Background: an optimization exercise with open tools, aiming at small area, a short achievable clock period and few clock cycles per item. Do not read the settings as production practice. The RTL was checked by simulation tests, not by an equivalence proof against the original design. Power figures rest on the tool's default switching activity, not on a simulated workload.

==> flow/design.v (excerpt) <==
module alu_exec_top
(
    input  logic                clk,
    input  logic                arst_n,
    input  logic                in_valid,
    input  alu_pkg::alu_op_e             in_op,
    input  logic [data_w-1:0]   in_a,
    input  logic [data_w-1:0]   in_b,
    input  logic [shamt_w-1:0]  in_shamt,
    input  logic [shamt_w-1:0]  in_rd,
    output logic                in_credit,
    output logic                out_valid,
    output logic [data_w-1:0]   out_result,
    output logic                out_zero,
    output logic                out_great,
    output logic                out_overflow,
    input  logic                out_credit
);
==> flow/config.mk <==
export PLATFORM = sky130hd
export DESIGN_NAME = alu_exec_top
export DESIGN_NICKNAME = alu_exec_top
export VERILOG_FILES = /design/flow/design.v
export SDC_FILE = /design/flow/constraint.sdc
export NUM_CORES = 4
export LEC_CHECK = 0
export ABC_AREA = 1
export CAP_MARGIN = 20
export CORE_MARGIN = 2
export CORE_UTILIZATION = 45
export SETUP_SLACK_MARGIN = 3.0
export SLEW_MARGIN = 20
==> flow/constraint.sdc <==
create_clock -name core_clock -period 7.0 [get_ports {clk}]
set_input_delay 1.4000 -clock core_clock [delete_from_list [all_inputs] [get_ports {clk}]]
set_output_delay 1.4000 -clock core_clock [all_outputs]
set_load 0.01 [all_outputs]
standard.sh (not shown) runs the stock make flow with config.mk's settings and CLKGATE_MAP_FILE= SYNTH_SCRIPT=/design/flow/synth_recipe.tcl, a recipe that flattens the netlist after the stock synthesis.
==> flow/flow/run.sh <==
#!/bin/bash
# Standard layout, with the port buffers the standard flow adds made
# from a plain buf_2 instead of the slow delay buffer buffer_ports picks.
set -euo pipefail
export BUFFER_PORTS_ARGS="-buffer_cell sky130_fd_sc_hd__buf_2"
bash standard.sh > standard_flow.log 2>&1
The baseline ran to the end with no violations.
Testbench counts at the start, summed over its fixed seeds: cycles 9,608, items 9,600.
Next try:
==> flow/flow/run.sh (replaced) <==
#!/bin/bash
# Standard layout, with the port buffers the standard flow adds made
# from a plain buf_1 instead of the slow delay buffer buffer_ports picks.
set -euo pipefail
export BUFFER_PORTS_ARGS="-buffer_cell sky130_fd_sc_hd__buf_1"
export REMOVE_ABC_BUFFERS=1
bash standard.sh > standard_flow.log 2>&1
--- a/flow/config.mk
+++ b/flow/config.mk
@@ -11,2 +11,2 @@
-export CORE_UTILIZATION = 45
-export SETUP_SLACK_MARGIN = 3.0
+export CORE_UTILIZATION = 50
+export SETUP_SLACK_MARGIN = 2.25
Outcome: The changed run produced a clean layout. Worst setup slack is worse by 0.45 ns. Total power drops by 15%. Synthesized area is unchanged. Worst hold slack is worse by 0.0045 ns. Critical path depth climbs by 2. Cell area drops by 12%. Global-route usage drops by 2.4 points. Combinational power drops by 15%.
Next try:
--- a/flow/flow/run.sh
+++ b/flow/flow/run.sh
@@ -6 +6 @@
-export REMOVE_ABC_BUFFERS=1
+
--- a/flow/config.mk
+++ b/flow/config.mk
@@ -11,2 +11,2 @@
-export CORE_UTILIZATION = 50
-export SETUP_SLACK_MARGIN = 2.25
+export CORE_UTILIZATION = 55
+export SETUP_SLACK_MARGIN = 2.5
After rerunning: Via count went up by 4.5%. Critical path depth drops by 5. Global-route usage rose by 3.8 points. Non-clock buffer count goes up by 12. Cell count decreases by 1.1%. Total power is higher by 4.3%. Core utilization came out higher by 6.1 points.
Next try:
==> flow/run.sh (new file) <==
#!/bin/bash
# synth_recipe.tcl (not shown) runs the flow's synth.tcl, then flattens the netlist and writes it again
# the make line also repeats each setting of config.mk as NAME=value (left out here)
make -C /OpenROAD-flow-scripts/flow DESIGN_CONFIG=/design/flow/config.mk WORK_HOME=/design/flow/orfs CLKGATE_MAP_FILE= SYNTH_SCRIPT=/design/flow/synth_recipe.tcl finish
--- a/flow/config.mk
+++ b/flow/config.mk
@@ -11 +11 @@
-export CORE_UTILIZATION = 55
+export CORE_UTILIZATION = 45
removed: flow/flow/run.sh
removed: flow/standard.sh
=> Synthesized area is unchanged; wire length grows by 9.6%; global-route usage falls by 3.8 points.
Next try:
==> flow/flow/run.sh (new file) <==
#!/bin/bash
# Standard layout, with the port buffers the standard flow adds made
# from a plain buf_1 instead of the slow delay buffer buffer_ports picks.
set -euo pipefail
export BUFFER_PORTS_ARGS="-buffer_cell sky130_fd_sc_hd__buf_1"
export REMOVE_ABC_BUFFERS=1
bash standard.sh > standard_flow.log 2>&1
==> flow/standard.sh (new file) <==
#!/bin/bash
# synth_recipe.tcl (not shown) runs the flow's synth.tcl, then flattens the netlist and writes it again
# the make line also repeats each setting of config.mk as NAME=value (left out here)
make -C /OpenROAD-flow-scripts/flow DESIGN_CONFIG=/design/flow/config.mk WORK_HOME=/design/flow/orfs CLKGATE_MAP_FILE= SYNTH_SCRIPT=/design/flow/synth_recipe.tcl "${@:-finish}"
--- a/flow/config.mk
+++ b/flow/config.mk
@@ -11 +11 @@
-export CORE_UTILIZATION = 45
+export CORE_UTILIZATION = 50
removed: flow/run.sh
After rerunning:
- power is lower by 9.7%
- register-to-register slack is better by 0.07 ns
- via count is lower by about 2.6%
- non-clock buffer count is lower by 19
- design area is lower by about 8%
- synthesized area does not change
- count of clock-buffer cells in the layout is higher by 1
- worst setup slack is better by 0.042 ns
Next try:
==> flow/flow/run.sh (replaced) <==
#!/bin/bash
# Standard layout, with the port buffers the standard flow adds made
# from a plain buf_2 instead of the slow delay buffer buffer_ports picks.
set -euo pipefail
export BUFFER_PORTS_ARGS="-buffer_cell sky130_fd_sc_hd__buf_2"
bash standard.sh > standard_flow.log 2>&1
--- a/flow/config.mk
+++ b/flow/config.mk
@@ -11,2 +11,2 @@
-export CORE_UTILIZATION = 50
-export SETUP_SLACK_MARGIN = 2.5
+export CORE_UTILIZATION = 45
+export SETUP_SLACK_MARGIN = 2.75
=>
- via count went up by a few percent
- synthesized cell count is unchanged
- global-route usage grows by 0.69 points
- power goes up by roughly a tenth
- hold slack is better by 0.0086 ns
- non-clock buffer count climbs by 27
- routed wire length is higher by about a fifth

## what the ideal ports hide
In the flow no input, the clock included, has a driving cell. The finished layouts below were timed again as built, in two steps. Step 1 sets driving cells, clkbuf_16 on the clock port and buf_2 on the other inputs (assumed; they add their load-dependent delay and slew). Step 2 times the ports against the registers' clock, not the clock port: input delays grow and output delays shrink by t, the midpoint of the rising clock arrivals with the driver on. a / b / c = no drivers / after step 1 / after step 2; a / b = the first two.
run | t, ns | slack for setup (ns) | hold slack, ns | worst setup path at the end
the first run | 0.341 | 2.907 / 2.903 / 2.562 | 0.505 / 0.505 / 0.505 | input to register
the second run | 0.349 | 2.456 / 2.480 / 2.131 | 0.500 / 0.500 / 0.500 | input to register
the third run | 0.326 | 2.615 / 2.630 / 2.305 | 0.504 / 0.504 / 0.504 | input to register
the fourth run | 0.331 | 2.552 / 2.570 / 2.240 | 0.515 / 0.515 / 0.515 | input to register
the fifth run | 0.349 | 2.594 / 2.617 / 2.268 | 0.501 / 0.501 / 0.501 | input to register
the sixth run | 0.327 | 2.816 / 2.815 / 2.488 | 0.510 / 0.510 / 0.510 | input to register
After both steps setup and hold are still met in every run listed. For the first run, which loses most, drivers alone change the setup slack by -0.004 ns; drivers and shift together by -0.345 ns.
